Context: an optimization exercise on an open-source flow, tuned for a short achievable clock period and few clock cycles per item. The choices shown serve that exercise and are no tape-out recipe. Function was checked by simulation only, so behaviour that the tests miss may differ from the original. No activity file was given, so power comes from the tool's default toggle rates.

===== flow/config.mk =====
export PLATFORM = sky130hd
export DESIGN_NAME = cpu
export DESIGN_NICKNAME = cpu
export VERILOG_FILES = /design/flow/design.v
export SDC_FILE = /design/flow/constraint.sdc
export NUM_CORES = 4
export LEC_CHECK = 0
export ABC_CLOCK_PERIOD_IN_PS = 2500
export CAP_MARGIN = 20
export CELL_PAD_IN_SITES_DETAIL_PLACEMENT = 1
export CELL_PAD_IN_SITES_GLOBAL_PLACEMENT = 2
export CORE_MARGIN = 2
export CORE_UTILIZATION = 30
export PLACE_DENSITY = 0.5
export SETUP_SLACK_MARGIN = 4.0
export SLEW_MARGIN = 20
export SYNTH_HIERARCHICAL = 1

===== flow/constraint.sdc =====
create_clock -name core_clock -period 7.0 [get_ports {clk}]
set_input_delay 1.4000 -clock core_clock [delete_from_list [all_inputs] [get_ports {clk}]]
set_output_delay 1.4000 -clock core_clock [all_outputs]
set_load 0.01 [all_outputs]

===== flow/flow/run.sh =====
#!/bin/bash
# Standard layout, except that:
# - synthesis leaves adders to ABC instead of mapping them onto the
#   library's full/half-adder cells;
# - the port buffers are buf_6 cells instead of the small delay buffers
#   that buffer_ports picks by default (every port still gets a buffer);
# - timing repair may resize a cell to any cell of the same function, not
#   only to one of the same footprint.
set -euo pipefail
cd "$(dirname "$0")/.."
ADDER_MAP_FILE= BUFFER_PORTS_ARGS="-buffer_cell sky130_fd_sc_hd__buf_6" \
    bash standard.sh MATCH_CELL_FOOTPRINT=0 finish > standard.log 2>&1

===== flow/design.v =====
`default_nettype none
package cpu_pkg;
    localparam int XLEN = 32;
    typedef logic [XLEN-1:0] word_t;
    typedef logic [4:0]      reg_addr_t;
    typedef enum logic [6:0] {
        OPC_OP     = 7'b0110011,
        OPC_OP_IMM = 7'b0010011,
        OPC_LOAD   = 7'b0000011,
        OPC_STORE  = 7'b0100011,
        OPC_BRANCH = 7'b1100011,
        OPC_JAL    = 7'b1101111
    } opcode_e;
    typedef enum logic [2:0] {
        ALU_ADD,
        ALU_SUB,
        ALU_AND,
        ALU_OR,
        ALU_XOR,
        ALU_SLT,
        ALU_PASS_LINK                
    } alu_op_e;
    typedef struct packed {
        logic      reg_write;        
        logic      mem_read;
        logic      mem_write;
        logic      is_branch;
        logic      branch_ne;        
        logic      is_jal;
        logic      use_imm;          
        alu_op_e   alu;
        reg_addr_t rd;
    } ctrl_t;
    localparam word_t NOP_INSTR = 32'h0000_0013;    
endpackage
`default_nettype wire
`timescale 1ns/10ps
`default_nettype none
module if_next (
    input  cpu_pkg::word_t pc,
    input  cpu_pkg::word_t instr,
    input  logic           stall,
    output cpu_pkg::word_t next_pc,
    output logic           pred,
    output cpu_pkg::word_t tgt_b,
    output cpu_pkg::word_t pc4
);
    logic jal, br, sel_j, sel_b, sel_4, hold;
    cpu_pkg::word_t immb, immj, tgt_j, early;
    assign jal  = instr[6:0] == 7'b1101111;
    assign br   = instr[6:0] == 7'b1100011;
    assign pred = br && (instr[31] || instr[12]);
    assign immb = {{20{instr[31]}}, instr[7], instr[30:25], instr[11:8], 1'b0};
    assign immj = {{12{instr[31]}}, instr[19:12], instr[20], instr[30:21], 1'b0};
    ks_add32 u_tgt_b (.a(pc), .b(immb), .cin(1'b0), .s(tgt_b), .c31());
    ks_add32 u_tgt_j (.a(pc), .b(immj), .cin(1'b0), .s(tgt_j), .c31());
    assign pc4 = pc + 32'd4;
    assign sel_j = !stall && jal;
    assign sel_b = !stall && pred && !jal;
    assign sel_4 = !stall && !pred && !jal;
    assign hold  = stall;
    for (genvar i = 0; i < 32; i++) begin : g_next
        g_ao22 u_early (.s1(sel_4), .a(pc4[i]),   .s2(hold),  .b(pc[i]),    .y(early[i]));
        g_sel2 u_pc    (.s1(sel_j), .a(tgt_j[i]), .s2(sel_b), .b(tgt_b[i]), .c(early[i]), .y(next_pc[i]));
    end
endmodule
`default_nettype wire
`timescale 1ns/10ps
`default_nettype none
module ex_unit (
    input  cpu_pkg::word_t a,
    input  cpu_pkg::word_t b,
    input  cpu_pkg::word_t link,
    input  logic           sel_add,
    input  logic           sel_sub,
    input  logic           sel_and,
    input  logic           sel_or,
    input  logic           sel_xor,
    input  logic           sel_slt,
    input  logic           sel_link,
    input  logic           a_fwd,
    input  logic           b_fwd,
    input  logic           use_imm,
    input  cpu_pkg::word_t a_other,
    input  cpu_pkg::word_t b_other,
    input  cpu_pkg::word_t s_other,
    output cpu_pkg::word_t res_early,
    output cpu_pkg::word_t alu,
    output logic           eq,
    output cpu_pkg::word_t next_a,
    output cpu_pkg::word_t next_b,
    output cpu_pkg::word_t next_rs2
);
    cpu_pkg::word_t sum, diff, alu_early, a_early, b_early, s_early;
    cpu_pkg::word_t nb;
    logic a_add, a_sub, b_add, b_sub, i_add, i_sub;
    logic c31_sum, c31_diff, nc31, sgn_eq, lt_early, t_alu, t_a, t_s, t_b;
    assign nb = ~b;
    ks_add32 u_sum  (.a(a), .b(b),  .cin(1'b0), .s(sum),  .c31(c31_sum));
    ks_add32 u_diff (.a(a), .b(nb), .cin(1'b1), .s(diff), .c31(c31_diff));
    assign sgn_eq   = a[31] == b[31];
    assign lt_early = a[31] && !b[31];
    assign nc31     = !c31_diff;
    assign t_alu    = sel_slt && sgn_eq;
    assign t_a      = a_fwd && sel_slt && sgn_eq;
    assign t_s      = b_fwd && sel_slt && sgn_eq;
    assign t_b      = b_fwd && !use_imm && sel_slt && sgn_eq;
    eq32 u_eq (.a(a), .b(b), .eq(eq));
    assign res_early = ({32{sel_and}}  & (a & b))
                     | ({32{sel_or}}   & (a | b))
                     | ({32{sel_xor}}  & (a ^ b))
                     | ({32{sel_link}} & link);
    assign a_add = a_fwd && sel_add;
    assign a_sub = a_fwd && sel_sub;
    assign b_add = b_fwd && sel_add;
    assign b_sub = b_fwd && sel_sub;
    assign i_add = b_add && !use_imm;
    assign i_sub = b_sub && !use_imm;
    assign alu_early   = res_early | {31'd0, sel_slt && lt_early};
    assign a_early     = a_other | {31'd0, a_fwd && sel_slt && lt_early};
    assign s_early     = s_other | {31'd0, b_fwd && sel_slt && lt_early};
    assign b_early     = b_other | {31'd0, b_fwd && !use_imm && sel_slt && lt_early};
    g_sel3 u_alu0 (.s1(sel_add), .a(sum[0]), .s2(sel_sub), .b(diff[0]), .s3(t_alu), .c(nc31), .d(alu_early[0]), .y(alu[0]));
    g_sel3 u_na0  (.s1(a_add),   .a(sum[0]), .s2(a_sub),   .b(diff[0]), .s3(t_a),   .c(nc31), .d(a_early[0]),   .y(next_a[0]));
    g_sel3 u_nr0  (.s1(b_add),   .a(sum[0]), .s2(b_sub),   .b(diff[0]), .s3(t_s),   .c(nc31), .d(s_early[0]),   .y(next_rs2[0]));
    g_sel3 u_nb0  (.s1(i_add),   .a(sum[0]), .s2(i_sub),   .b(diff[0]), .s3(t_b),   .c(nc31), .d(b_early[0]),   .y(next_b[0]));
    for (genvar i = 1; i < 32; i++) begin : g_out
        g_sel2 u_alu (.s1(sel_add), .a(sum[i]), .s2(sel_sub), .b(diff[i]), .c(alu_early[i]),   .y(alu[i]));
        g_sel2 u_na  (.s1(a_add),   .a(sum[i]), .s2(a_sub),   .b(diff[i]), .c(a_early[i]),     .y(next_a[i]));
        g_sel2 u_nr  (.s1(b_add),   .a(sum[i]), .s2(b_sub),   .b(diff[i]), .c(s_early[i]),     .y(next_rs2[i]));
        g_sel2 u_nb  (.s1(i_add),   .a(sum[i]), .s2(i_sub),   .b(diff[i]), .c(b_early[i]),     .y(next_b[i]));
    end
endmodule
`default_nettype wire
`timescale 1ns/10ps
`default_nettype none
module g_ao21 (
    input  logic a,
    input  logic b,
    input  logic c,
    output logic y
);
    assign y = a | (b & c);
endmodule
module g_and2 (
    input  logic a,
    input  logic b,
    output logic y
);
    assign y = a & b;
endmodule
module g_xor2 (
    input  logic a,
    input  logic b,
    output logic y
);
    assign y = a ^ b;
endmodule
module g_mux2 (
    input  logic s,
    input  logic a,
    input  logic b,
    output logic y
);
    assign y = s ? b : a;
endmodule
module g_nor4 (
    input  logic a,
    input  logic b,
    input  logic c,
    input  logic d,
    output logic y
);
    assign y = !(a | b | c | d);
endmodule
module eq32 (
    input  logic [31:0] a,
    input  logic [31:0] b,
    output logic        eq
);
    logic [31:0] d;
    logic [15:0] e;
    logic [3:0]  f;
    for (genvar i = 0; i < 32; i++) begin : g_d
        g_xor2 u_d (.a(a[i]), .b(b[i]), .y(d[i]));
    end
    for (genvar i = 0; i < 16; i++) begin : g_e
        g_nor2 u_e (.a(d[2*i]), .b(d[2*i+1]), .y(e[i]));
    end
    for (genvar i = 0; i < 4; i++) begin : g_f
        g_nand4 u_f (.a(e[4*i]), .b(e[4*i+1]), .c(e[4*i+2]), .d(e[4*i+3]), .y(f[i]));
    end
    g_nor4 u_eq (.a(f[0]), .b(f[1]), .c(f[2]), .d(f[3]), .y(eq));
endmodule
module g_ao22 (
    input  logic s1,
    input  logic a,
    input  logic s2,
    input  logic b,
    output logic y
);
    assign y = (s1 & a) | (s2 & b);
endmodule
module g_sel2 (
    input  logic s1,
    input  logic a,
    input  logic s2,
    input  logic b,
    input  logic c,
    output logic y
);
    assign y = (s1 & a) | (s2 & b) | c;
endmodule
module g_a22oi (
    input  logic a,
    input  logic b,
    input  logic c,
    input  logic d,
    output logic y
);
    assign y = !((a & b) | (c & d));
endmodule
module g_nand2 (
    input  logic a,
    input  logic b,
    output logic y
);
    assign y = !(a & b);
endmodule
module g_nand4 (
    input  logic a,
    input  logic b,
    input  logic c,
    input  logic d,
    output logic y
);
    assign y = !(a & b & c & d);
endmodule
module g_nor2 (
    input  logic a,
    input  logic b,
    output logic y
);
    assign y = !(a | b);
endmodule
module rf_bit (
    input  logic [31:1] sel,
    input  logic [31:1] r,
    output logic        y
);
    logic [15:0] t;
    logic [3:0]  u;
    logic [1:0]  v;
    for (genvar k = 0; k < 15; k++) begin : g_t
        g_a22oi u_t (.a(sel[2*k+1]), .b(r[2*k+1]), .c(sel[2*k+2]), .d(r[2*k+2]), .y(t[k]));
    end
    g_nand2 u_t15 (.a(sel[31]), .b(r[31]), .y(t[15]));
    for (genvar k = 0; k < 4; k++) begin : g_u
        g_nand4 u_u (.a(t[4*k]), .b(t[4*k+1]), .c(t[4*k+2]), .d(t[4*k+3]), .y(u[k]));
    end
    g_nor2  u_v0 (.a(u[0]), .b(u[1]), .y(v[0]));
    g_nor2  u_v1 (.a(u[2]), .b(u[3]), .y(v[1]));
    g_nand2 u_y  (.a(v[0]), .b(v[1]), .y(y));
endmodule
module g_sel3 (
    input  logic s1,
    input  logic a,
    input  logic s2,
    input  logic b,
    input  logic s3,
    input  logic c,
    input  logic d,
    output logic y
);
    assign y = (s1 & a) | (s2 & b) | (s3 & c) | d;
endmodule
module g_ao222 (
    input  logic s1,
    input  logic a,
    input  logic s2,
    input  logic b,
    input  logic s3,
    input  logic c,
    output logic y
);
    assign y = (s1 & a) | (s2 & b) | (s3 & c);
endmodule
module g_ao2222 (
    input  logic s1,
    input  logic a,
    input  logic s2,
    input  logic b,
    input  logic s3,
    input  logic c,
    input  logic s4,
    input  logic d,
    output logic y
);
    assign y = (s1 & a) | (s2 & b) | (s3 & c) | (s4 & d);
endmodule
module ks_add32 (
    input  logic [31:0] a,
    input  logic [31:0] b,
    input  logic        cin,
    output logic [31:0] s,
    output logic        c31
);
    logic [31:0] g [0:5];
    logic [31:0] p [0:5];
    logic [31:0] p0, c;
    logic        g00;
    for (genvar i = 0; i < 32; i++) begin : g_pg
        g_xor2 u_p (.a(a[i]), .b(b[i]), .y(p0[i]));
        if (i == 0) begin : g_b0
            g_and2 u_g  (.a(a[0]), .b(b[0]), .y(g00));
            g_ao21 u_gc (.a(g00), .b(p0[0]), .c(cin), .y(g[0][0]));
        end else begin : g_bn
            g_and2 u_g (.a(a[i]), .b(b[i]), .y(g[0][i]));
        end
        assign p[0][i] = p0[i];
    end
    for (genvar l = 0; l < 5; l++) begin : g_lvl
        for (genvar i = 0; i < 32; i++) begin : g_bit
            if (i >= (1 << l)) begin : g_op
                g_ao21 u_g (.a(g[l][i]), .b(p[l][i]), .c(g[l][i - (1 << l)]), .y(g[l+1][i]));
                g_and2 u_p (.a(p[l][i]), .b(p[l][i - (1 << l)]), .y(p[l+1][i]));
            end else begin : g_pass
                assign g[l+1][i] = g[l][i];
                assign p[l+1][i] = p[l][i];
            end
        end
    end
    assign c   = {g[5][30:0], cin};
    assign c31 = g[5][30];
    for (genvar i = 0; i < 32; i++) begin : g_sum
        g_xor2 u_s (.a(p0[i]), .b(c[i]), .y(s[i]));
    end
endmodule
`default_nettype wire
`timescale 1ns/10ps
`default_nettype none
module cpu #(
    parameter cpu_pkg::word_t RESET_PC = '0
) (
    input  logic           clk,
    input  logic           reset,
    output cpu_pkg::word_t imem_addr,
    input  cpu_pkg::word_t imem_data,
    output logic           dmem_valid,
    output logic           dmem_write,
    output cpu_pkg::word_t dmem_addr,
    output cpu_pkg::word_t dmem_wdata,
    input  logic           dmem_ready,
    input  cpu_pkg::word_t dmem_rdata
);
    typedef cpu_pkg::word_t word_t;
    typedef cpu_pkg::reg_addr_t reg_addr_t;
    word_t     pc;
    logic      id_valid;
    word_t     id_instr;
    word_t     id_pc;
    logic      id_pred;                  
    word_t     id_pc4, id_tgt_b;         
    logic      id_br_x0;                 
    logic [31:1] id_rs1_oh, id_rs2_oh;   
    logic      ex_reg_write, ex_load, ex_store;
    logic      ex_addi;
    word_t     ex_negimm;               
    logic      ex_miss_eq, ex_miss_ne;
    logic      ex_hit_eq, ex_hit_ne;      
    logic      ex_sel_add, ex_sel_sub, ex_sel_and, ex_sel_or, ex_sel_xor, ex_sel_slt, ex_sel_link;
    reg_addr_t ex_rd;
    word_t     ex_a;                     
    word_t     ex_b;                     
    word_t     ex_s;                     
    word_t     ex_link, ex_rec_pc;
    logic      m_reg_write, m_load, m_store;
    logic      m_mem;                    
    logic [31:1] m_we;                   
    reg_addr_t m_rd;
    word_t     m_res, m_wdata;
    word_t     m_addr;                   
    logic [31:1][31:0] rf;               
    logic      mem_busy;
    logic      load_use;
    logic      stall;
    logic      redirect;
    word_t     alu;                      
    logic      ex_eq;
    word_t     m_val;                    
    logic  f_pred;
    word_t f_tgt_b, f_pc4;
    word_t f_next, pc_next, rec_pc, id_rec_pc;
    logic  any_redirect, id_redirect, id_red_z, id_red_nz, d_zero;
    assign imem_addr = pc;
    if_next u_if_next (
        .pc      (pc),
        .instr   (imem_data),
        .stall   (stall),
        .next_pc (f_next),
        .pred    (f_pred),
        .tgt_b   (f_tgt_b),
        .pc4     (f_pc4)
    );
    logic ex_is_branch, any_eq, any_ne;
    assign ex_is_branch = ex_miss_eq || ex_miss_ne;
    logic any_e_z, any_e_nz, any_n_z, any_n_nz, any_e, any_n;
    assign any_e_z  = ex_miss_eq || id_red_z;
    assign any_e_nz = ex_miss_eq || id_red_nz;
    assign any_n_z  = ex_miss_ne || id_red_z;
    assign any_n_nz = ex_miss_ne || id_red_nz;
    g_mux2 u_any_e (.s(d_zero), .a(any_e_nz), .b(any_e_z), .y(any_e));
    g_mux2 u_any_n (.s(d_zero), .a(any_n_nz), .b(any_n_z), .y(any_n));
    g_mux2 u_any   (.s(ex_eq),  .a(any_n),    .b(any_e),   .y(any_redirect));
    for (genvar i = 0; i < 32; i++) begin : g_pc
        g_mux2 u_rec (.s(ex_is_branch), .a(id_rec_pc[i]), .b(ex_rec_pc[i]), .y(rec_pc[i]));
        g_mux2 u_pc  (.s(any_redirect), .a(f_next[i]), .b(rec_pc[i]), .y(pc_next[i]));
    end
    always_ff @(posedge clk or posedge reset) begin
        if (reset) begin
            pc <= RESET_PC;
        end else begin
            pc <= pc_next;
        end
    end
    logic any_redirect_n, id_keep, id_valid_d;
    assign any_redirect_n = !any_redirect;
    assign id_keep = !stall || id_valid;
    g_and2 u_id_valid (.a(any_redirect_n), .b(id_keep), .y(id_valid_d));
    always_ff @(posedge clk or posedge reset) begin
        if (reset) begin
            id_valid <= 1'b0;
        end else begin
            id_valid <= id_valid_d;
        end
    end
    always_ff @(posedge clk) begin
        if (!stall) begin
            id_instr <= imem_data;
            for (int i = 1; i < 32; i++) begin
                id_rs1_oh[i] <= imem_data[19:15] == 5'(i);
                id_rs2_oh[i] <= imem_data[24:20] == 5'(i);
            end
            id_pc    <= pc;
            id_pred  <= f_pred;
            id_pc4   <= f_pc4;
            id_br_x0 <= imem_data[6:0] == 7'b1100011 && imem_data[24:20] == 5'd0;
            id_tgt_b <= f_tgt_b;
        end
    end
    logic [6:0] opc;
    logic [2:0] f3;
    reg_addr_t  rs1, rs2, rd;
    logic d_op, d_opimm, d_load, d_store, d_branch, d_jal;
    logic d_reg_write, d_uses_rs1, d_uses_rs2, d_use_imm;
    logic d_sel_add, d_sel_sub, d_sel_and, d_sel_or, d_sel_xor, d_sel_slt;
    logic a_fwd_ex, a_fwd_m, b_fwd_ex, b_fwd_m;
    word_t d_imm, d_immb, d_a_other, d_b_other, d_s_other, d_a, d_b, d_rs2, d_pc4, d_tgt_b;
    assign opc = id_instr[6:0];
    assign f3  = id_instr[14:12];
    assign rs1 = id_instr[19:15];
    assign rs2 = id_instr[24:20];
    assign rd  = id_instr[11:7];
    assign d_op     = id_valid && opc == 7'b0110011;
    assign d_opimm  = id_valid && opc == 7'b0010011;
    assign d_load   = id_valid && opc == 7'b0000011;
    assign d_store  = id_valid && opc == 7'b0100011;
    assign d_branch = id_valid && opc == 7'b1100011;
    assign d_jal    = id_valid && opc == 7'b1101111;
    assign d_reg_write = (d_op || d_opimm || d_load || d_jal) && rd != 5'd0;
    assign d_uses_rs1  = d_op || d_opimm || d_load || d_store || d_branch;
    assign d_uses_rs2  = d_op || d_store || d_branch;
    assign d_use_imm   = d_opimm || d_load || d_store;
    assign d_sel_sub = d_op && f3 == 3'b000 && id_instr[30];
    assign d_sel_add = d_op ? (f3 == 3'b000 && !id_instr[30]) : !d_jal;
    assign d_sel_slt = d_op && f3 == 3'b010;
    assign d_sel_xor = d_op && f3 == 3'b100;
    assign d_sel_or  = d_op && f3 == 3'b110;
    assign d_sel_and = d_op && f3 == 3'b111;
    assign d_imm  = d_store ? {{20{id_instr[31]}}, id_instr[31:25], id_instr[11:7]}
                            : {{20{id_instr[31]}}, id_instr[31:20]};
    assign d_immb = {{20{id_instr[31]}}, id_instr[7], id_instr[30:25], id_instr[11:8], 1'b0};
    assign d_pc4   = id_pc4;
    assign d_tgt_b = id_tgt_b;
    assign a_fwd_ex = ex_reg_write && rs1 == ex_rd;
    assign a_fwd_m  = m_reg_write && rs1 == m_rd;
    assign b_fwd_ex = ex_reg_write && rs2 == ex_rd;
    assign b_fwd_m  = m_reg_write && rs2 == m_rd;
    logic a_sx, a_sm, a_sr, s_sx, s_sm, s_sr, b_sx, b_sm, b_sr;
    word_t res_early, d_rf_a, d_rf_s;
    assign a_sx = a_fwd_ex;
    assign a_sm = a_fwd_m && !a_fwd_ex;
    assign a_sr = !a_fwd_m && !a_fwd_ex;
    assign s_sx = b_fwd_ex;
    assign s_sm = b_fwd_m && !b_fwd_ex;
    assign s_sr = !b_fwd_m && !b_fwd_ex;
    assign b_sx = s_sx && !d_use_imm;
    assign b_sm = s_sm && !d_use_imm;
    assign b_sr = s_sr && !d_use_imm;
    for (genvar j = 0; j < 32; j++) begin : g_rd
        logic [31:1] col;
        for (genvar i = 1; i < 32; i++) begin : g_col
            assign col[i] = rf[i][j];
        end
        rf_bit   u_ra (.sel(id_rs1_oh), .r(col), .y(d_rf_a[j]));
        rf_bit   u_rs (.sel(id_rs2_oh), .r(col), .y(d_rf_s[j]));
        g_ao222  u_a  (.s1(a_sx), .a(res_early[j]), .s2(a_sm), .b(m_val[j]), .s3(a_sr), .c(d_rf_a[j]),
                       .y(d_a_other[j]));
        g_ao222  u_s  (.s1(s_sx), .a(res_early[j]), .s2(s_sm), .b(m_val[j]), .s3(s_sr), .c(d_rf_s[j]),
                       .y(d_s_other[j]));
        g_ao2222 u_b  (.s1(b_sx), .a(res_early[j]), .s2(b_sm), .b(m_val[j]), .s3(b_sr), .c(d_rf_s[j]),
                       .s4(d_use_imm), .d(d_imm[j]), .y(d_b_other[j]));
    end
    assign load_use = ex_load && ((d_uses_rs1 && a_fwd_ex) || (d_uses_rs2 && b_fwd_ex));
    assign mem_busy = m_mem && !dmem_ready;
    assign stall    = mem_busy || load_use;
    logic  d_fuse, d_pred, d_fuse_ok, pred_z, pred_nz;
    word_t d_negimm;
    assign d_fuse  = id_valid && id_br_x0 && a_fwd_ex && ex_addi;
    eq32 u_zero (.a(ex_a), .b(ex_negimm), .eq(d_zero));
    assign d_fuse_ok = d_fuse && !mem_busy;
    assign id_red_z  = d_fuse_ok && (f3[0] == id_pred);
    assign id_red_nz = d_fuse_ok && (f3[0] != id_pred);
    g_mux2 u_id_red (.s(d_zero), .a(id_red_nz), .b(id_red_z), .y(id_redirect));
    assign id_rec_pc   = id_pred ? d_pc4 : d_tgt_b;
    assign pred_z   = d_fuse ? !f3[0] : id_pred;
    assign pred_nz  = d_fuse ? f3[0] : id_pred;
    g_mux2 u_d_pred (.s(d_zero), .a(pred_nz), .b(pred_z), .y(d_pred));
    assign d_negimm = '0 - d_imm;
    logic redirect_n, ex_keep, k_reg_write, k_load, k_store, k_miss_eq, k_miss_ne, k_addi;
    logic d_miss_eq, d_miss_ne, no_load_use;
    assign d_miss_eq   = d_branch && (f3[0] == d_pred);
    assign d_miss_ne   = d_branch && (f3[0] != d_pred);
    assign no_load_use = !load_use;
    g_mux2 u_redirect_n (.s(ex_eq), .a(ex_hit_ne), .b(ex_hit_eq), .y(redirect_n));
    g_and2 u_keep   (.a(redirect_n), .b(no_load_use), .y(ex_keep));
    g_and2 u_k_rw   (.a(ex_keep), .b(d_reg_write), .y(k_reg_write));
    g_and2 u_k_ld   (.a(ex_keep), .b(d_load),      .y(k_load));
    g_and2 u_k_st   (.a(ex_keep), .b(d_store),     .y(k_store));
    g_and2 u_k_meq  (.a(ex_keep), .b(d_miss_eq),   .y(k_miss_eq));
    g_and2 u_k_mne  (.a(ex_keep), .b(d_miss_ne),   .y(k_miss_ne));
    g_and2 u_k_addi (.a(ex_keep), .b(d_opimm),     .y(k_addi));
    always_ff @(posedge clk or posedge reset) begin
        if (reset) begin
            ex_reg_write <= 1'b0;
            ex_load      <= 1'b0;
            ex_store     <= 1'b0;
            ex_miss_eq   <= 1'b0;
            ex_miss_ne   <= 1'b0;
            ex_addi      <= 1'b0;
        end else if (!mem_busy) begin
            ex_reg_write <= k_reg_write;
            ex_load      <= k_load;
            ex_store     <= k_store;
            ex_miss_eq   <= k_miss_eq;
            ex_miss_ne   <= k_miss_ne;
            ex_addi      <= k_addi;
        end
    end
    always_ff @(posedge clk) begin
        if (!mem_busy) begin
            ex_sel_add  <= d_sel_add;
            ex_sel_sub  <= d_sel_sub;
            ex_sel_and  <= d_sel_and;
            ex_sel_or   <= d_sel_or;
            ex_sel_xor  <= d_sel_xor;
            ex_sel_slt  <= d_sel_slt;
            ex_sel_link <= d_jal;
            ex_rd       <= rd;
            ex_a        <= d_a;
            ex_b        <= d_b;
            ex_s        <= d_rs2;
            ex_link     <= d_pc4;
            ex_rec_pc   <= id_pred ? d_pc4 : d_tgt_b;
            ex_negimm   <= d_negimm;
        end
    end
    ex_unit u_ex (
        .a        (ex_a),
        .b        (ex_b),
        .link     (ex_link),
        .sel_add  (ex_sel_add),
        .sel_sub  (ex_sel_sub),
        .sel_and  (ex_sel_and),
        .sel_or   (ex_sel_or),
        .sel_xor  (ex_sel_xor),
        .sel_slt  (ex_sel_slt),
        .sel_link (ex_sel_link),
        .a_fwd    (a_fwd_ex),
        .b_fwd    (b_fwd_ex),
        .use_imm  (d_use_imm),
        .a_other  (d_a_other),
        .b_other  (d_b_other),
        .s_other  (d_s_other),
        .res_early(res_early),
        .alu      (alu),
        .eq       (ex_eq),
        .next_a   (d_a),
        .next_b   (d_b),
        .next_rs2 (d_rs2)
    );
    g_mux2 u_redirect (.s(ex_eq), .a(ex_miss_ne), .b(ex_miss_eq), .y(redirect));
    assign ex_hit_eq = !ex_miss_eq;
    assign ex_hit_ne = !ex_miss_ne;
    always_ff @(posedge clk or posedge reset) begin
        if (reset) begin
            m_reg_write <= 1'b0;
            m_load      <= 1'b0;
            m_store     <= 1'b0;
            m_mem       <= 1'b0;
            m_we        <= '0;
        end else if (!mem_busy) begin
            m_reg_write <= ex_reg_write;
            m_load      <= ex_load;
            m_store     <= ex_store;
            m_mem       <= ex_load || ex_store;
            for (int i = 1; i < 32; i++) begin
                m_we[i] <= ex_reg_write && ex_rd == 5'(i);
            end
        end
    end
    always_ff @(posedge clk) begin
        if (!mem_busy) begin
            m_rd    <= ex_rd;
            m_res   <= alu;
            m_wdata <= ex_s;
        end
    end
    always_ff @(posedge clk) begin
        if (!mem_busy && (ex_load || ex_store)) begin
            m_addr  <= alu;
        end
    end
    assign dmem_valid = m_mem;
    assign dmem_write = m_store;
    assign dmem_addr  = m_addr;
    assign dmem_wdata = m_wdata;
    assign m_val = m_load ? dmem_rdata : m_res;      
    always_ff @(posedge clk) begin
        for (int i = 1; i < 32; i++) begin
            if (m_we[i]) begin
                rf[i] <= m_val;
            end
        end
    end
endmodule
`default_nettype wire

===== flow/standard.sh =====
#!/bin/bash
# synth_recipe.tcl (not shown) runs the flow's synth.tcl, then flattens the netlist and writes it again
# the make line also repeats each setting of config.mk as NAME=value (left out here)
make -C /OpenROAD-flow-scripts/flow DESIGN_CONFIG=/design/flow/config.mk WORK_HOME=/design/flow/orfs CLKGATE_MAP_FILE= SYNTH_SCRIPT=/design/flow/synth_recipe.tcl "${@:-finish}"

==> run notes, run 1 <==
## Outcome
- **result of the run** no timing/DRC/antenna violations

## Clocking
- **H-tree lvl count** 4
- **CTS tree** built
- **Clock Sinks** 1,512
- **number of buffers inserted during clock tree synthesis** 182
- **largest buffer count on any clock path** 3
- **clock-pin slew reported for the worst setup and hold paths after clock tree synthesis** 0.07 ns
- **clock root buffer** clkbuf_16
- **clock insertion delay at the later pin of the skew report** 0.86 ns

## Synthesis
- **register bit total from synthesis** 1,512
- **average cell area after synthesis** 14.1 um2
- **number of unique standard cell types used by synthesis** 55
- **number of flops mapped to enable cells by yosys** 1,438
- **count of synthesis-stage warnings from yosys** 12
- **post-synthesis cell count** 5,584
- **area of the mapped netlist** 78,700 um2
- **register area share after synthesis** 57.2%
- **share of flip-flops with an asynchronous set or reset** 4.89%
- **most used flip-flop cell after synthesis** edfxtp_1

## Routing
- **Vias per Instance** 5.75
- **detailed-route DRC error count** 0
- **first-iteration detailed-routing DRC count** 5,578
- **number of vias in the routed layout** 57.1k
- **routed len/inst** 37.7 um
- **Final Routed Wirelength** 375,000 um
- **post-route ant nets** 0
- **first drt pass iteration count** 6

## Setup path
- **Critical Path End Type** flip-flop
- **cell at the slowest stage of the critical path** edfxtp_1
- **Crit path top cell by count** mux2_4
- **Data required, critical path** 7.72 ns
- **buffers plus inverters on the worst setup path** 4
- **critical path, cell by cell** buf_12 -> buf_6 -> xor2_2 -> nor2_1 -> nand4_1 -> nor4_4 -> buf_6 -> mux2_4 -> mux2_4 -> buf_12 -> mux2_4
- **Largest stage delay, worst path** 0.45 ns
- **kind of critical path** flip-flop to flip-flop
- **crit start category** flip-flop
- **total number of cells along the worst setup path** 11
- **cells on worst reg2reg path** 11
- **critical-path maximum fanout** 8
- **Arrival @ worst endpoint** 3.92 ns
- **cell family with the largest share of critical-path delay** multiplexers

## GRT
- **wire length of the first global-routing pass** 503,000 um
- **antenna violations before repair** 33
- **vias in the first global route** 58.0k
- **largest net degree at the start of global routing** 160
- **Overall Global Routing Usage** 27.4%
- **residual overflow from global routing** 0

## Final layout
- **leading cell type in the layout, fill and taps excluded** edfxtp_1
- **most frequent cells in the layout** edfxtp_1, a22oi_2, and2_1
- **Filler Cell Count** 27.0k
- **area growth from synthesis to layout** 22.4%
- **Post-layout nets** 6,334
- **share of final-layout standard cells stronger than drive strength 1** 35.0%

## Power and ir drop
- **leakage component of the power** 34.7 nW
- **Worst VDD drop** 0.289 mV
- **PD cells** 363 nW/um2
- **switching power summed over all nets** 13.3 mW
- **switching power share of the total** 38.0%
- **logic gate share of total power** 35.5%
- **Sequential Power Share** 37.2%
- **Internal** 21.7 mW
- **share of power burned in the clock network** 27.3%

## Run
- **max-cap viol count** 0

## Min path
- **Worst Hold Path Cells** 0
- **worst min-delay path class** flip-flop to flip-flop

## Die
- **# rows** 188
- **placeable core region** 262,000 um2
- **num ports** 165
- **width of the chip** 516 um
- **die height** 516 um
- **Total Die Area** 266,000 um2
- **starting utilization of the core area** 30.1%

## STA
- **number of max-slew violations in the final report** 0
- **Max Freq** 312 MHz
- **final hold violations** 0
- **setup tns final** 0 ns
- **final critical-path required period** 3.20 ns
- **share of the clock period used by the worst path** 45.7%
- **final clock skew** 0.0732 ns
- **Hold Slack** 0.419 ns
- **final setup fails** 0
- **headroom to the max-slew limit** 21.1%
- **unrepaired setup endpoints after global routing** yes
- **Worst Max-Slew Pin Slew** 1.18 ns

## Placed design
- **HPWL after DPL** 241,000 um
- **Placer Congestion** 0.854
- **count of buffers from port buffering** 164

-- per-module statistics from Yosys (local to each module, per instance), excerpt --
module	flops+latches	area, um2	cells
ex_unit	0	1450	229
g_a22oi	0	12.5	1
g_ao2222	0	18.8	3
g_nand4	0	6.26	1
g_sel2	0	10.0	1
if_next	0	623	90
-- cells in the mapped netlist (39+ instances only) --
cell | number | area [um2]
a22oi_1 | 68 | 510
mux2_4 | 70 | 1050
nand2_1 | 246 | 923
xor2_1 | 341 | 2990
a21o_1 | 503 | 3780
xnor2_1 | 42 | 368
a221o_1 | 187 | 1870
inv_1 | 108 | 405
and2_1 | 519 | 3250
nor2_1 | 244 | 916
a22o_1 | 53 | 464
mux2_2 | 64 | 721
a222oi_1 | 64 | 641
a22oi_2 | 960 | 12000
clkbuf_1 | 39 | 146
nand4_1 | 273 | 1710
dfrtp_1 | 74 | 1850
o21ai_0 | 55 | 275
edfxtp_1 | 1438 | 43200
-- flip-flops by register name, summed over array words and instances, names as in the netlist, 13 cells and up --
register	flops
ex_a	32
ex_b	32
ex_link	32
ex_negimm	13
ex_rec_pc	32
ex_s	32
id_instr	32
id_pc4	32
id_rs1_oh	31
id_rs2_oh	31
id_tgt_b	32
m_addr	32
m_res	32
m_wdata	32
m_we	31
pc	32
rf	992
-- power groups by stage --
stage	logic (mW)	clock network, mW	registers [mW]
detailed placement	10.9	0	13.5
finish	12.4	9.54	13.0
floorplan	5.81	0	12.8
global placement	10.9	0	13.5
global route	13.0	10.0	13.1
CTS	11.8	9.75	13.0
-- kinds of logic (layout without fill, tap and decap cells) --
group / after synthesis / after routing / share of synthesized area (%)
other cells: 3 / 27 / 0.0143
buf+inv: 189 / 1000 / 1.08
mux: 134 / 137 / 2.25
compound gates: 1933 / 1934 / 25.2
simple gates: 1430 / 1431 / 9.98
flops: 1512 / 1512 / 57.2
xor+xnor: 383 / 383 / 4.26
-- cell type report --
cell class / count / area (um2) / area share (%)
timing repair buffer: 565 / 5840 / 6.06
sequential: 1512 / 45100 / 46.9
clock buffer: 231 / 4890 / 5.08
tap: 3515 / 4400 / 4.57
multi-input combinational: 3897 / 34600 / 35.9
antenna: 15 / 37.5 / 0.0390
inverter: 109 / 422 / 0.438
clock inverter: 95 / 995 / 1.03
-- per-stage QoR --
step	std cells	util (%)	power (mW)	instance area, um2	worst slack, ns
3_5_place_dp	9348	32.9	24.3	85900	2.77
2_1_floorplan	5593	-	18.6	78900	2.10
4_1_cts	9814	36.0	34.6	94200	3.85
5_1_grt	9926	36.8	36.1	96300	3.72
6_report	9939	36.8	34.9	96300	3.80
3_3_place_gp	9348	32.9	24.3	85900	2.76
-- layer usage --
layer	GRT usage, %	share of wire [%]
met5	0	0
met4	8.76	3.5
met3	3.47	4.7
met2	43.4	46
met1	38.7	46
-- what timing repair did --
item,4_1_cts,5_1_grt
hold buffers,0,0
setup buffers,133,104
setup endpoints to repair,418,261
cloned,7,6
resized for setup,313,195
pin swaps,31,47
-- worst paths after layout --
kind                                     from          end  slack, ns
worst min register to register       ex_s[25]  m_wdata[25]       0.42
worst min-delay path                 ex_s[25]  m_wdata[25]       0.42
worst max-delay path            ex_negimm[12]        pc[3]       3.80
min in group asynchronous               reset        pc[0]       0.75
worst max register to register  ex_negimm[12]        pc[3]       3.80
max in group asynchronous               reset       pc[21]       5.14
Testbench counts, summed over its fixed seeds: cycles 23,234, instructions 21,723.
==> inputs of run 2 (changes only) <==
--- a/flow/config.mk
+++ b/flow/config.mk
@@ -13,5 +13,5 @@
 export CORE_UTILIZATION = 30
 export PLACE_DENSITY = 0.5
-export SETUP_SLACK_MARGIN = 4.0
+export SETUP_SLACK_MARGIN = 4.3
 export SLEW_MARGIN = 20
 export SYNTH_HIERARCHICAL = 1
==> run notes, run 2 <==
## Clocking
- **Clock Sinks** 1,512, unchanged
- **CTS tree** built
- **number of buffers inserted during clock tree synthesis** 181, -0.55%
- **clock insertion delay at the later pin of the skew report** 0.87 ns, about the same
- **clock root buffer** clkbuf_16
- **clock-pin slew reported for the worst setup and hold paths after clock tree synthesis** 0.06 ns, about the same
- **largest buffer count on any clock path** 3, unchanged
- **H-tree lvl count** 4, unchanged

## Power and ir drop
- **Worst VDD drop** 0.386 mV, +33%
- **PD cells** 355 nW/um2, -2.1%
- **post-layout total power** 35.8 mW, +2.6%
- **leakage component of the power** 36.5 nW, +5.2%

## Synthesis
- **share of cell area taken by muxes after synthesis** 2.25%, unchanged
- **register bit total from synthesis** 1,512, unchanged
- **post-synthesis xor/xnor area fraction** 4.26%, unchanged
- **main combinational cell family by area after synthesis** compound AO/OA/AOI/OAI gates
- **Compound-Gate Fraction of Synth Area** 25.2%, unchanged
- **most used flip-flop cell after synthesis** edfxtp_1
- **register area share after synthesis** 57.2%, unchanged
- **Synth top cells by count** edfxtp_1, a22oi_2, and2_1
- **area of the mapped netlist** 78,700 um2, unchanged
- **portion of synthesized cell area occupied by the leading cell type** 54.9%, unchanged
- **count of synthesis-stage warnings from yosys** 12, unchanged
- **leading cell type by number of instances after synthesis** edfxtp_1
- **post-synthesis cell count** 5,584, unchanged
- **number of flops mapped to enable cells by yosys** 1,438, unchanged
- **post-synthesis share of cell area spent on full adders, half adders and majority gates** 0%, unchanged
- **number of unique standard cell types used by synthesis** 55, unchanged
- **cell accounting for the most synthesized area** edfxtp_1
- **top post-synthesis cells by area** edfxtp_1, a22oi_2, a21o_1
- **average cell area after synthesis** 14.1 um2, unchanged
- **Post-Synth Simple-Gate Area** 9.98%, unchanged
- **share of flip-flops with an asynchronous set or reset** 4.89%, unchanged

## Routing
- **Final Routed Wirelength** 390,000 um, +4.1%
- **Top Layer Used** met4
- **post-route ant nets** 0, unchanged
- **met2 WL** 178,000 um, +4.0%
- **routed len/inst** 38.4 um, +1.9%
- **number of vias in the routed layout** 58.3k, +2.1%
- **Vias per Instance** 5.74, about the same
- **first drt pass iteration count** 7, +1
- **detailed-route DRC error count** 0, unchanged
- **M1 wire length** 179,000 um, +3.3%
- **Routed met3 length** 18,500 um, +4.7%
- **first-iteration detailed-routing DRC count** 6,117, +9.7%

## Setup path
- **Arrival @ worst endpoint** 1.70 ns, -2.22 ns
- **cell family with the largest share of critical-path delay** flip-flops
- **buffers plus inverters on the worst setup path** 1, -3
- **Data required, critical path** 5.60 ns, -2.12 ns
- **critical path, cell by cell** buf_6
- **crit start category** flip-flop
- **critical-path maximum fanout** 1, -7
- **kind of critical path** flip-flop to output port
- **cell at the slowest stage of the critical path** edfxtp_1
- **Largest stage delay, worst path** 0.62 ns, +0.17 ns
- **Critical Path End Type** output port

## Final layout
- **area growth from synthesis to layout** 28.3%
- **Largest register FFs** 992, unchanged
- **leading cell type in the layout, fill and taps excluded** edfxtp_1
- **Post-layout nets** 6,547, +3.4%
- **largest register by flop count** rf
- **share of final-layout standard cells stronger than drive strength 1** 39.4%, +4.5 points
- **most frequent cells in the layout** edfxtp_1, a22oi_2, and2_1

## STA
- **share of the clock period used by the worst path** 44.2%, -1.5 points
- **headroom to the max-slew limit** 17.9%, -3.2 points
- **final clock skew** 0.0772 ns, +0.00403 ns
- **final hold violations** 0, unchanged
- **Worst Max-Slew Pin Slew** 1.23 ns, +0.0478 ns
- **final critical-path required period** 3.10 ns, -0.104 ns
- **Max Freq** 323 MHz, +3.4%
- **unrepaired setup endpoints after global routing** yes
- **number of max-slew violations in the final report** 0, unchanged
- **setup tns final** 0 ns, unchanged
- **final setup fails** 0, unchanged
- **Hold Slack** 0.410 ns, -0.00872 ns

## Die
- **die height** 516 um, unchanged
- **# rows** 188, unchanged
- **num ports** 165, unchanged
- **starting utilization of the core area** 30.1%, unchanged
- **placeable core region** 262,000 um2, unchanged
- **width of the chip** 516 um, unchanged
- **Total Die Area** 266,000 um2, unchanged

## Placed design
- **count of buffers from port buffering** 164, unchanged
- **HPWL after DPL** 238,000 um, -1.4%
- **Placer Congestion** 0.826, -3.3%

## GRT
- **wire length of the first global-routing pass** 524,000 um, +4.2%
- **antenna violations before repair** 26, -21%
- **largest net degree at the start of global routing** 125, -22%
- **vias in the first global route** 59.9k, +3.2%
- **Overall Global Routing Usage** 28.6%, +1.3 points
- **residual overflow from global routing** 0, unchanged

## Run
- **max-cap viol count** 0, unchanged

## Min path
- **worst min-delay path class** flip-flop to flip-flop

## Outcome
- **result of the run** no timing/DRC/antenna violations

## run 2: cell counts after synthesis
Identical to the previous run, type by type.
## run 2: final timing paths
kind / startpoint / endpoint / slack [ns] / cells past startpoint
max: m_wdata[31] / dmem_wdata[31] / 3.90 / 1
min: ex_s[14] / m_wdata[14] / 0.41 / 0
max reg2reg: ex_negimm[12] / pc[13] / 3.96 / 9
min reg2reg: ex_s[14] / m_wdata[14] / 0.41 / 0
max in group asynchronous: reset / m_we[18] / 5.12 / 3
min in group asynchronous: reset / pc[8] / 0.49 / 2
## run 2: what timing repair did
| action | 4_1_cts | 5_1_grt |
|---|---|---|
| setup buffers | 323 | 109 |
| endpoints found under the setup margin | 483 | 398 |
| resized for setup | 804 | 175 |
| cloned | 35 | 7 |
| pin swaps | 222 | 269 |
| hold buffers | 0 | 0 |
## run 2: cell type report
class / instances / area (um2)
Antenna cell: 11 / 27.5
Clock buffer: 230 / 4810
Clock inverter: 98 / 915
Fill cell: 26600 / 161000
Inverter: 109 / 420
Multi-Input combinational cell: 3898 / 36300
Sequential cell: 1512 / 45100
Tap cell: 3515 / 4400
Timing Repair Buffer: 778 / 8970
## run 2: per-module statistics from Yosys, one instance, submodules excluded, a selection
module,copies in the design,cells,area (um2),flops+latches
g_ao222,64,2,13.8,0
if_next,1,90,623,0
g_nand2,128,1,3.75,0
g_mux2,69,1,15.0,0
ex_unit,1,229,1450,0
g_sel3,4,3,16.3,0
## run 2: report_power, final
part / switching (mW) / internal, mW / leakage, nW
sequential: 0.840 / 12.0 / 14.6
clock: 4.10 / 5.21 / 2.78
combinational: 8.79 / 4.89 / 19.1
total: 13.7 / 22.1 / 36.5
## run 2: cells by family after synthesis
kind of cell | after synthesis
AO/OA/AOI/OAI | 1933
flip-flops | 1512
AND/OR/NAND/NOR | 1430
XOR/XNOR | 383
buffers and inverters | 189
multiplexers | 134
other | 3
## run 2: stage by stage
stage / setup WS, ns / instances / util (%) / area (um2)
CTS: 3.84 / 10000 / 37.7 / 98700
global placement: 2.75 / 9337 / 32.8 / 85900
global route: 3.86 / 10100 / 38.6 / 101000
finish: 3.90 / 10200 / 38.6 / 101000
detailed placement: 2.73 / 9337 / 32.8 / 85900
floorplan: 2.10 / 5593 / - / 78900
## run 2: layer usage
metal	vias to the layer above	global-route usage, %
li1	24500	-
met1	31500	40.0
met2	1841	45.6
met3	456	3.53
met4	0	9.97
met5	-	0
==> inputs of run 3 (changes only) <==
--- a/flow/design.v
+++ b/flow/design.v
@@ -181,5 +181,7 @@
     logic [31:0] d;
     logic [15:0] e;
-    logic [3:0]  f;
+    logic [7:0]  f;
+    logic [3:0]  g;
+    logic [1:0]  h;
     for (genvar i = 0; i < 32; i++) begin : g_d
         g_xor2 u_d (.a(a[i]), .b(b[i]), .y(d[i]));
@@ -188,8 +190,25 @@
         g_nor2 u_e (.a(d[2*i]), .b(d[2*i+1]), .y(e[i]));
     end
-    for (genvar i = 0; i < 4; i++) begin : g_f
-        g_nand4 u_f (.a(e[4*i]), .b(e[4*i+1]), .c(e[4*i+2]), .d(e[4*i+3]), .y(f[i]));
+    for (genvar i = 0; i < 8; i++) begin : g_f
+        g_nand2 u_f (.a(e[2*i]), .b(e[2*i+1]), .y(f[i]));
     end
-    g_nor4 u_eq (.a(f[0]), .b(f[1]), .c(f[2]), .d(f[3]), .y(eq));
+    for (genvar i = 0; i < 4; i++) begin : g_g
+        g_nor2 u_g (.a(f[2*i]), .b(f[2*i+1]), .y(g[i]));
+    end
+    for (genvar i = 0; i < 2; i++) begin : g_h
+        g_nand2 u_h (.a(g[2*i]), .b(g[2*i+1]), .y(h[i]));
+    end
+    g_nor2 u_eq (.a(h[0]), .b(h[1]), .y(eq));
+endmodule
+module g_mux4 (
+    input  logic s1,
+    input  logic s0,
+    input  logic a,
+    input  logic b,
+    input  logic c,
+    input  logic d,
+    output logic y
+);
+    assign y = s1 ? (s0 ? d : c) : (s0 ? b : a);
 endmodule
 module g_ao22 (
@@ -410,7 +429,6 @@
     assign any_n_z  = ex_miss_ne || id_red_z;
     assign any_n_nz = ex_miss_ne || id_red_nz;
-    g_mux2 u_any_e (.s(d_zero), .a(any_e_nz), .b(any_e_z), .y(any_e));
-    g_mux2 u_any_n (.s(d_zero), .a(any_n_nz), .b(any_n_z), .y(any_n));
-    g_mux2 u_any   (.s(ex_eq),  .a(any_n),    .b(any_e),   .y(any_redirect));
+    g_mux4 u_any (.s1(ex_eq), .s0(d_zero), .a(any_n_nz), .b(any_n_z), .c(any_e_nz), .d(any_e_z),
+                  .y(any_redirect));
     for (genvar i = 0; i < 32; i++) begin : g_pc
         g_mux2 u_rec (.s(ex_is_branch), .a(id_rec_pc[i]), .b(ex_rec_pc[i]), .y(rec_pc[i]));
--- a/flow/config.mk
+++ b/flow/config.mk
@@ -13,5 +13,5 @@
 export CORE_UTILIZATION = 30
 export PLACE_DENSITY = 0.5
-export SETUP_SLACK_MARGIN = 4.3
+export SETUP_SLACK_MARGIN = 4.0
 export SLEW_MARGIN = 20
 export SYNTH_HIERARCHICAL = 1
==> run notes, run 3 <==
## Synthesis
- **count of synthesis-stage warnings from yosys** 12, unchanged
- **top post-synthesis cells by area** edfxtp_1, a22oi_2, a21o_1
- **number of flops mapped to enable cells by yosys** 1,438, unchanged
- **area of the mapped netlist** 78,700 um2, about the same
- **average cell area after synthesis** 14.1 um2, -0.30%
- **register area share after synthesis** 57.2%, about the same
- **most used flip-flop cell after synthesis** edfxtp_1
- **share of flip-flops with an asynchronous set or reset** 4.89%, unchanged
- **post-synthesis cell count** 5,602, +0.32%
- **register bit total from synthesis** 1,512, unchanged
- **Synth top cells by count** edfxtp_1, a22oi_2, and2_1
- **leading cell type by number of instances after synthesis** edfxtp_1
- **number of unique standard cell types used by synthesis** 56, +1.8%
- **cell accounting for the most synthesized area** edfxtp_1
- **portion of synthesized cell area occupied by the leading cell type** 54.9%, about the same

## Outcome
- **result of the run** no timing/DRC/antenna violations

## Setup path
- **Reg2Reg Setup Slack** 3.89 ns, -0.07 ns
- **Arrival @ worst endpoint** 3.68 ns, +1.98 ns
- **Critical Path End Type** flip-flop
- **startpoint of the worst register-to-register path** id_rs1_oh[1]
- **cell at the slowest stage of the critical path** nor2_1
- **Data required, critical path** 7.58 ns, +1.98 ns
- **Largest stage delay, worst path** 0.48 ns, -0.14 ns
- **reg2reg end** ex_a[5]
- **critical-path maximum fanout** 16, +15
- **kind of critical path** flip-flop to flip-flop
- **crit start category** flip-flop
- **critical path, cell by cell** buf_4 -> buf_6 -> a22oi_2 -> nand4_1 -> nor2_1 -> nand2_1 -> a222oi_1 -> inv_1 -> a221o_1
- **cells on worst reg2reg path** 9, unchanged

## Clocking
- **CTS tree** built
- **clock root buffer** clkbuf_16
- **Clock Sinks** 1,512, unchanged
- **clock-pin slew reported for the worst setup and hold paths after clock tree synthesis** 0.07 ns, about the same
- **H-tree lvl count** 4, unchanged
- **number of buffers inserted during clock tree synthesis** 181, unchanged
- **clock insertion delay at the later pin of the skew report** 0.86 ns, about the same
- **largest buffer count on any clock path** 3, unchanged

## Final layout
- **share of final-layout standard cells stronger than drive strength 1** 34.5%, -4.9 points
- **area growth from synthesis to layout** 21.5%
- **Largest register FFs** 992, unchanged
- **largest register by flop count** rf
- **most frequent cells in the layout** edfxtp_1, a22oi_2, and2_1
- **Post-layout nets** 6,327, -3.4%
- **Filler Cell Count** 27.0k, +1.3%
- **leading cell type in the layout, fill and taps excluded** edfxtp_1

## STA
- **final clock skew** 0.0551 ns, -0.0221 ns
- **final hold violations** 0, unchanged
- **setup tns final** 0 ns, unchanged
- **final setup fails** 0, unchanged
- **share of the clock period used by the worst path** 44.4%, +0.13 points
- **Worst Max-Slew Pin Slew** 1.14 ns, -0.0880 ns
- **unrepaired setup endpoints after global routing** yes
- **number of max-slew violations in the final report** 0, unchanged
- **Max Freq** 322 MHz, -0.29%
- **headroom to the max-slew limit** 23.8%, +5.9 points
- **final critical-path required period** 3.11 ns, +0.00908 ns

## Min path
- **worst hold start** ex_s[24]
- **worst hold path endpoint** m_wdata[24]
- **worst min-delay path class** flip-flop to flip-flop
- **Worst Hold Path Cells** 0, unchanged

## Power and ir drop
- **PD cells** 361 nW/um2, +1.6%
- **leakage component of the power** 34.3 nW, -6.0%
- **post-layout total power** 34.5 mW, -3.7%
- **Worst VDD drop** 0.274 mV, -29%

## Run
- **max-cap viol count** 0, unchanged

## GRT
- **antenna violations before repair** 35, +35%
- **Overall Global Routing Usage** 27.4%, -1.3 points
- **wire length of the first global-routing pass** 502,000 um, -4.2%
- **largest net degree at the start of global routing** 123, -1.6%
- **residual overflow from global routing** 0, unchanged
- **vias in the first global route** 58.0k, -3.2%

## Routing
- **detailed-route DRC error count** 0, unchanged
- **routed len/inst** 37.6 um, -2.2%
- **post-route ant nets** 0, unchanged
- **first-iteration detailed-routing DRC count** 5,774, -5.6%
- **first drt pass iteration count** 9, +2
- **number of vias in the routed layout** 57.0k, -2.2%
- **Vias per Instance** 5.74, -0.13%
- **Final Routed Wirelength** 374,000 um, -4.2%

## Placed design
- **count of buffers from port buffering** 164, unchanged
- **Placer Congestion** 0.829, +0.42%
- **HPWL after DPL** 242,000 um, +1.6%

## Die
- **die height** 516 um, about the same
- **# rows** 188, unchanged
- **Total Die Area** 267,000 um2, about the same
- **num ports** 165, unchanged
- **placeable core region** 262,000 um2, unchanged
- **starting utilization of the core area** 30.1%, about the same
- **width of the chip** 516 um, about the same

==> run 3: final cells by class <==
type	instances	area, um2	area share (%)
clock inverter	100	817	0.854
timing repair buffer	546	5410	5.66
tap	3515	4400	4.60
inverter	109	422	0.441
antenna	20	50.0	0.0523
multi-input combinational	3910	34600	36.2
sequential	1512	45100	47.2
clock buffer	234	4770	4.99
==> run 3: worst max-delay path: cells and delay by family (launching register included) <==
family	cells	cell delay (ns)
compound gates	3	0.88
simple gates	3	0.98
buf+inv	3	0.54
flops	1	0.42
==> run 3: kinds of logic after synthesis <==
group / Yosys count / synth area share [%]
flops: 1512 / 57.2
compound gates: 1933 / 25.2
buf+inv: 189 / 1.08
simple gates: 1450 / 10.0
other cells: 3 / 0.0143
xor+xnor: 383 / 4.26
mux: 132 / 2.22
==> run 3: metrics by stage <==
stage / hold slack, ns / instance area (um2) / instances / setup slack [ns] / util, %
finish: 0.419 / 95600 / 9946 / 3.89 / 36.6
global route: 0.422 / 95600 / 9927 / 3.93 / 36.5
CTS: 0.416 / 94000 / 9843 / 3.86 / 35.9
detailed placement: 0.406 / 85900 / 9364 / 2.80 / 32.8
global placement: 0.403 / 85900 / 9364 / 2.78 / 32.8
floorplan: 0.400 / 78900 / 5611 / 2.10 / -
==> run 3: worst max path at each step <==
| stage | from | end | slack (ns) | cells past startpoint |
|---|---|---|---|---|
| 2_1_floorplan | dmem_ready | id_br_x0 | 2.10 | 4 |
| 3_3_place_gp | imem_data[31] | pc[22] | 2.78 | 10 |
| 3_5_place_dp | imem_data[31] | pc[18] | 2.80 | 10 |
| 4_1_cts | m_addr[3] | dmem_addr[3] | 3.86 | 1 |
| 5_1_grt | m_wdata[3] | dmem_wdata[3] | 3.93 | 1 |
| 6_report | id_rs1_oh[1] | ex_a[5] | 3.89 | 9 |
==> run 3: timing repair <==
action                                  in CTS  in global routing
setup buffers                              139                 73
cloned                                       6                 10
pin swaps                                   34                 49
resized for setup                          300                160
endpoints found under the setup margin     348                268
hold buffers                                 0                  0
==> run 3: routing by layer <==
layer	share of wire, %	global-route usage [%]	vias up
met1	47	39.1	30700
li1	-	-	24000
met3	4.9	3.54	470
met2	45	42.4	1819
met4	3.8	9.47	0
met5	0	0	-
==> run 3: where the power goes <==
part           internal (mW)  total, mW  switching [mW]
Sequential              12.0       13.0           0.972
Combinational           4.17       12.4            8.24
Clock                   5.11       9.12            4.01
Total                   21.3       34.5            13.2
==> run 3: Yosys stat by module, one instance, submodules excluded, a selection <==
module    flops+latches  cells  cell area [um2]  copies in the design
cpu                1512   1930            47700                     1
if_next               0     90              623                     1
g_mux4                0      1             22.5                     1
g_ao2222              0      3             18.8                    32
g_sel3                0      3             16.3                     4
g_mux2                0      1             15.0                    66
g_ao222               0      2             13.8                    64
g_a22oi               0      1             12.5                   960
g_sel2                0      1             10.0                   156
g_xor2                0      1             8.76                   320
g_ao22                0      1             8.76                    32
g_ao21                0      1             7.51                   500
g_and2                0      1             6.26                   508
g_nand4               0      1             6.26                   256
g_nand2               0      1             3.75                   148
g_nor2                0      1             3.75                   170
Testbench counts of run 3, summed over its fixed seeds: cycles 23,234, instructions 21,723.
==> inputs of run 4 (changes only) <==
--- a/flow/config.mk
+++ b/flow/config.mk
@@ -13,5 +13,5 @@
 export CORE_UTILIZATION = 30
 export PLACE_DENSITY = 0.5
-export SETUP_SLACK_MARGIN = 4.0
+export SETUP_SLACK_MARGIN = 4.3
 export SLEW_MARGIN = 20
 export SYNTH_HIERARCHICAL = 1
==> run notes, run 4 <==
## Power and ir drop
- **Internal** 22.6 mW, +6.1%
- **Worst VDD drop** 0.285 mV, +3.9%
- **share of power burned in the clock network** 25.8%, -0.6 points
- **switching power summed over all nets** 14.0 mW, +5.9%
- **leakage component of the power** 36.9 nW, +7.7%
- **PD cells** 359 nW/um2, -0.66%
- **Sequential Power Share** 35.2%, -2.4 points
- **switching power share of the total** 38.2%, -0.049 points
- **logic gate share of total power** 39.0%, +3.1 points

## Synthesis
- **register bit total from synthesis** 1,512, unchanged
- **register area share after synthesis** 57.2%, unchanged
- **post-synthesis cell count** 5,602, unchanged
- **count of synthesis-stage warnings from yosys** 12, unchanged
- **area of the mapped netlist** 78,700 um2, unchanged
- **leading cell type by number of instances after synthesis** edfxtp_1
- **top post-synthesis cells by area** edfxtp_1, a22oi_2, a21o_1
- **Synth top cells by count** edfxtp_1, a22oi_2, and2_1
- **number of unique standard cell types used by synthesis** 56, unchanged
- **cell accounting for the most synthesized area** edfxtp_1
- **number of flops mapped to enable cells by yosys** 1,438, unchanged
- **average cell area after synthesis** 14.1 um2, unchanged
- **most used flip-flop cell after synthesis** edfxtp_1
- **portion of synthesized cell area occupied by the leading cell type** 54.9%, unchanged
- **share of flip-flops with an asynchronous set or reset** 4.89%, unchanged

## GRT
- **largest net degree at the start of global routing** 141, +15%
- **met1 Use GR** 40.6%, +1.5 points
- **met2 global-route usage** 45.2%, +2.8 points
- **antenna violations before repair** 24, -31%
- **vias in the first global route** 59.8k, +3.2%
- **met3 demand-to-capacity share in global routing** 3.42%, -0.12 points
- **Overall Global Routing Usage** 28.7%, +1.3 points
- **residual overflow from global routing** 0, unchanged
- **wire length of the first global-routing pass** 523,000 um, +4.2%
- **most used routing layer** met2

## Routing
- **detailed-route DRC error count** 0, unchanged
- **first-iteration detailed-routing DRC count** 6,024, +4.3%
- **number of vias in the routed layout** 59.0k, +3.4%
- **routed len/inst** 38.4 um, +2.2%
- **Vias per Instance** 5.76, +0.43%
- **post-route ant nets** 0, unchanged
- **Final Routed Wirelength** 393,000 um, +5.2%
- **first drt pass iteration count** 9, unchanged

## STA
- **share of the clock period used by the worst path** 44.2%, -0.19 points
- **headroom to the max-slew limit** 23.3%, -0.48 points
- **final critical-path required period** 3.09 ns, -0.0136 ns
- **Max Freq** 323 MHz, +0.44%
- **unrepaired setup endpoints after global routing** yes
- **setup tns final** 0 ns, unchanged
- **final setup fails** 0, unchanged
- **final hold violations** 0, unchanged
- **slack of the critical path** 3.91 ns, +0.0136 ns
- **number of max-slew violations in the final report** 0, unchanged
- **Hold Slack** 0.394 ns, -0.0246 ns
- **final clock skew** 0.0686 ns, +0.0135 ns
- **Worst Max-Slew Pin Slew** 1.14 ns, -0.00165 ns

## Placed design
- **Worst Setup Slack post-DPL** 2.78 ns, -0.0181 ns
- **placement-stage cell area** 86,000 um2, about the same
- **HPWL after DPL** 245,000 um, +1.3%
- **Placer Congestion** 0.827, -0.19%
- **count of buffers from port buffering** 164, unchanged

## Setup path
- **critical-path maximum fanout** 1, -15
- **crit start category** flip-flop
- **cell at the slowest stage of the critical path** edfxtp_1
- **kind of critical path** flip-flop to output port
- **Arrival @ worst endpoint** 1.69 ns, -1.99 ns
- **Data required, critical path** 5.60 ns, -1.98 ns
- **buffers plus inverters on the worst setup path** 1, -2
- **Largest stage delay, worst path** 0.61 ns, +0.13 ns
- **Critical Path End Type** output port
- **critical path, cell by cell** buf_6
- **cell family with the largest share of critical-path delay** flip-flops

## Final layout
- **Post-layout nets** 6,618, +4.6%
- **Largest register FFs** 992, unchanged
- **largest register by flop count** rf
- **share of final-layout standard cells stronger than drive strength 1** 40.7%, +6.2 points
- **most frequent cells in the layout** edfxtp_1, a22oi_2, and2_1
- **final instance area** 102,000 um2, +6.7%
- **leading cell type in the layout, fill and taps excluded** edfxtp_1
- **area growth from synthesis to layout** 29.7%

## Clocking
- **H-tree lvl count** 4, unchanged
- **clock root buffer** clkbuf_16
- **clock-pin slew reported for the worst setup and hold paths after clock tree synthesis** 0.06 ns, about the same
- **largest buffer count on any clock path** 3, unchanged
- **CTS tree** built
- **Clock Sinks** 1,512, unchanged
- **clock insertion delay at the later pin of the skew report** 0.86 ns, about the same
- **number of buffers inserted during clock tree synthesis** 180, -0.55%
- **Hold Buf Count CTS** 0, unchanged

## Die
- **placeable core region** 262,000 um2, unchanged
- **num ports** 165, unchanged
- **die height** 516 um, unchanged
- **Total Die Area** 267,000 um2, unchanged
- **width of the chip** 516 um, unchanged
- **# rows** 188, unchanged
- **starting utilization of the core area** 30.1%, unchanged

## Run
- **max-cap viol count** 0, unchanged

## Outcome
- **result of the run** no timing/DRC/antenna violations

## Min path
- **worst min-delay path class** flip-flop to flip-flop

## run 4: layer usage
metal  up-vias  part of all wire, %
met5         -               0.0033
met4         2                  4.1
met3       498                  5.1
met2      2028                   45
met1     31900                   46
li1      24600                    -
## run 4: layout make-up
| cell class | count | area, um2 |
|---|---|---|
| fill | 26600 | 160000 |
| clock buffer | 246 | 4890 |
| antenna | 17 | 42.5 |
| tap | 3515 | 4400 |
| clock inverter | 91 | 931 |
| multi-input combinational | 3911 | 36600 |
| sequential | 1512 | 45100 |
| inverter | 109 | 432 |
| timing repair buffer | 837 | 9660 |
## run 4: repair_timing
| item | in CTS | in global routing |
|---|---|---|
| buffers inserted | 363 | 100 |
| resized for setup | 867 | 234 |
| gates cloned | 38 | 10 |
| pin swaps | 282 | 261 |
| setup endpoints to repair | 486 | 376 |
## run 4: through the flow
stage | power (mW) | std cells | utilization [%]
after floorplan | 18.6 | 5611 | -
after global placement | 24.3 | 9373 | 32.9
after detailed placement | 24.3 | 9373 | 32.9
after CTS | 36.0 | 10100 | 38.1
after global routing | 37.7 | 10200 | 39.0
final | 36.6 | 10200 | 39.0
## run 4: final timing paths
| path | startpoint | end | slack [ns] | depth (start not counted) |
|---|---|---|---|---|
| max | m_addr[31] | dmem_addr[31] | 3.91 | 1 |
| min | ex_s[10] | m_wdata[10] | 0.39 | 0 |
| max reg2reg | id_instr[20] | pc[26] | 3.97 | 11 |
| min reg2reg | ex_s[10] | m_wdata[10] | 0.39 | 0 |
| max in group asynchronous | reset | pc[15] | 5.16 | 3 |
| min in group asynchronous | reset | m_we[3] | 0.59 | 2 |
## run 4: cell families after synthesis
kind of cell	after synthesis	synth area share [%]
AOI/OAI and AO/OA	1933	25.2
DFF	1512	57.2
and+or+nand+nor	1450	10.0
xor gates and xnor gates	383	4.26
buffers and inverters	189	1.08
muxes	132	2.22
other	3	0.0143
## run 4: Yosys stat by module (local to each module, per instance), excerpt
module	flip-flops and latches	cells
g_ao21	0	1
g_mux4	0	1
g_xor2	0	1
g_a22oi	0	1
g_sel3	0	3
g_and2	0	1
if_next	0	90
g_nand4	0	1
g_ao22	0	1
g_ao2222	0	3
g_mux2	0	1
## run 4: power by group through the flow
| stage | logic, mW | clock network, mW | registers [mW] |
|---|---|---|---|
| after CTS | 13.5 | 9.62 | 12.9 |
| after global placement | 10.8 | 0 | 13.5 |
| final | 14.3 | 9.42 | 12.9 |
| after detailed placement | 10.8 | 0 | 13.5 |
| after global routing | 14.9 | 9.93 | 12.9 |
| after floorplan | 5.81 | 0 | 12.8 |

-- separate check: timing with driven ports --
How much do the figures lean on ideal ports? The routed layouts below were timed once more, with nothing changed but the port constraints. Step 1: set_driving_cell puts a clkbuf_16 on clk and a buf_2 on each other input, an assumption about the parent block. Step 2 times the ports against the registers' clock, not the clock port: input delays grow and output delays shrink by t, the midpoint of the rising clock arrivals with the driver on. Slacks: ideal ports / drivers / drivers and shift; pairs: ideal ports / drivers.
run | t (ns) | setup WS [ns] | hold WS [ns] | worst register clock-pin slew, ns | worst data-port slew with drivers (ns)
run 1 | 0.919 | 3.799 / 3.799 / 2.999 | 0.419 / 0.419 / 0.419 | 0.07 / 0.07 | 0.07
run 2 | 0.926 | 3.903 / 3.811 / 2.891 | 0.410 / 0.410 / 0.410 | 0.07 / 0.07 | 0.33
run 3 | 0.922 | 3.894 / 3.828 / 2.960 | 0.419 / 0.419 / 0.419 | 0.07 / 0.07 | 0.31
run 4 | 0.920 | 3.908 / 3.814 / 2.928 | 0.394 / 0.394 / 0.394 | 0.07 / 0.07 | 0.35
After both steps setup and hold are still met in every run listed. For run 2, which loses most, drivers alone change the setup slack by -0.092 ns; drivers and shift together by -1.012 ns.
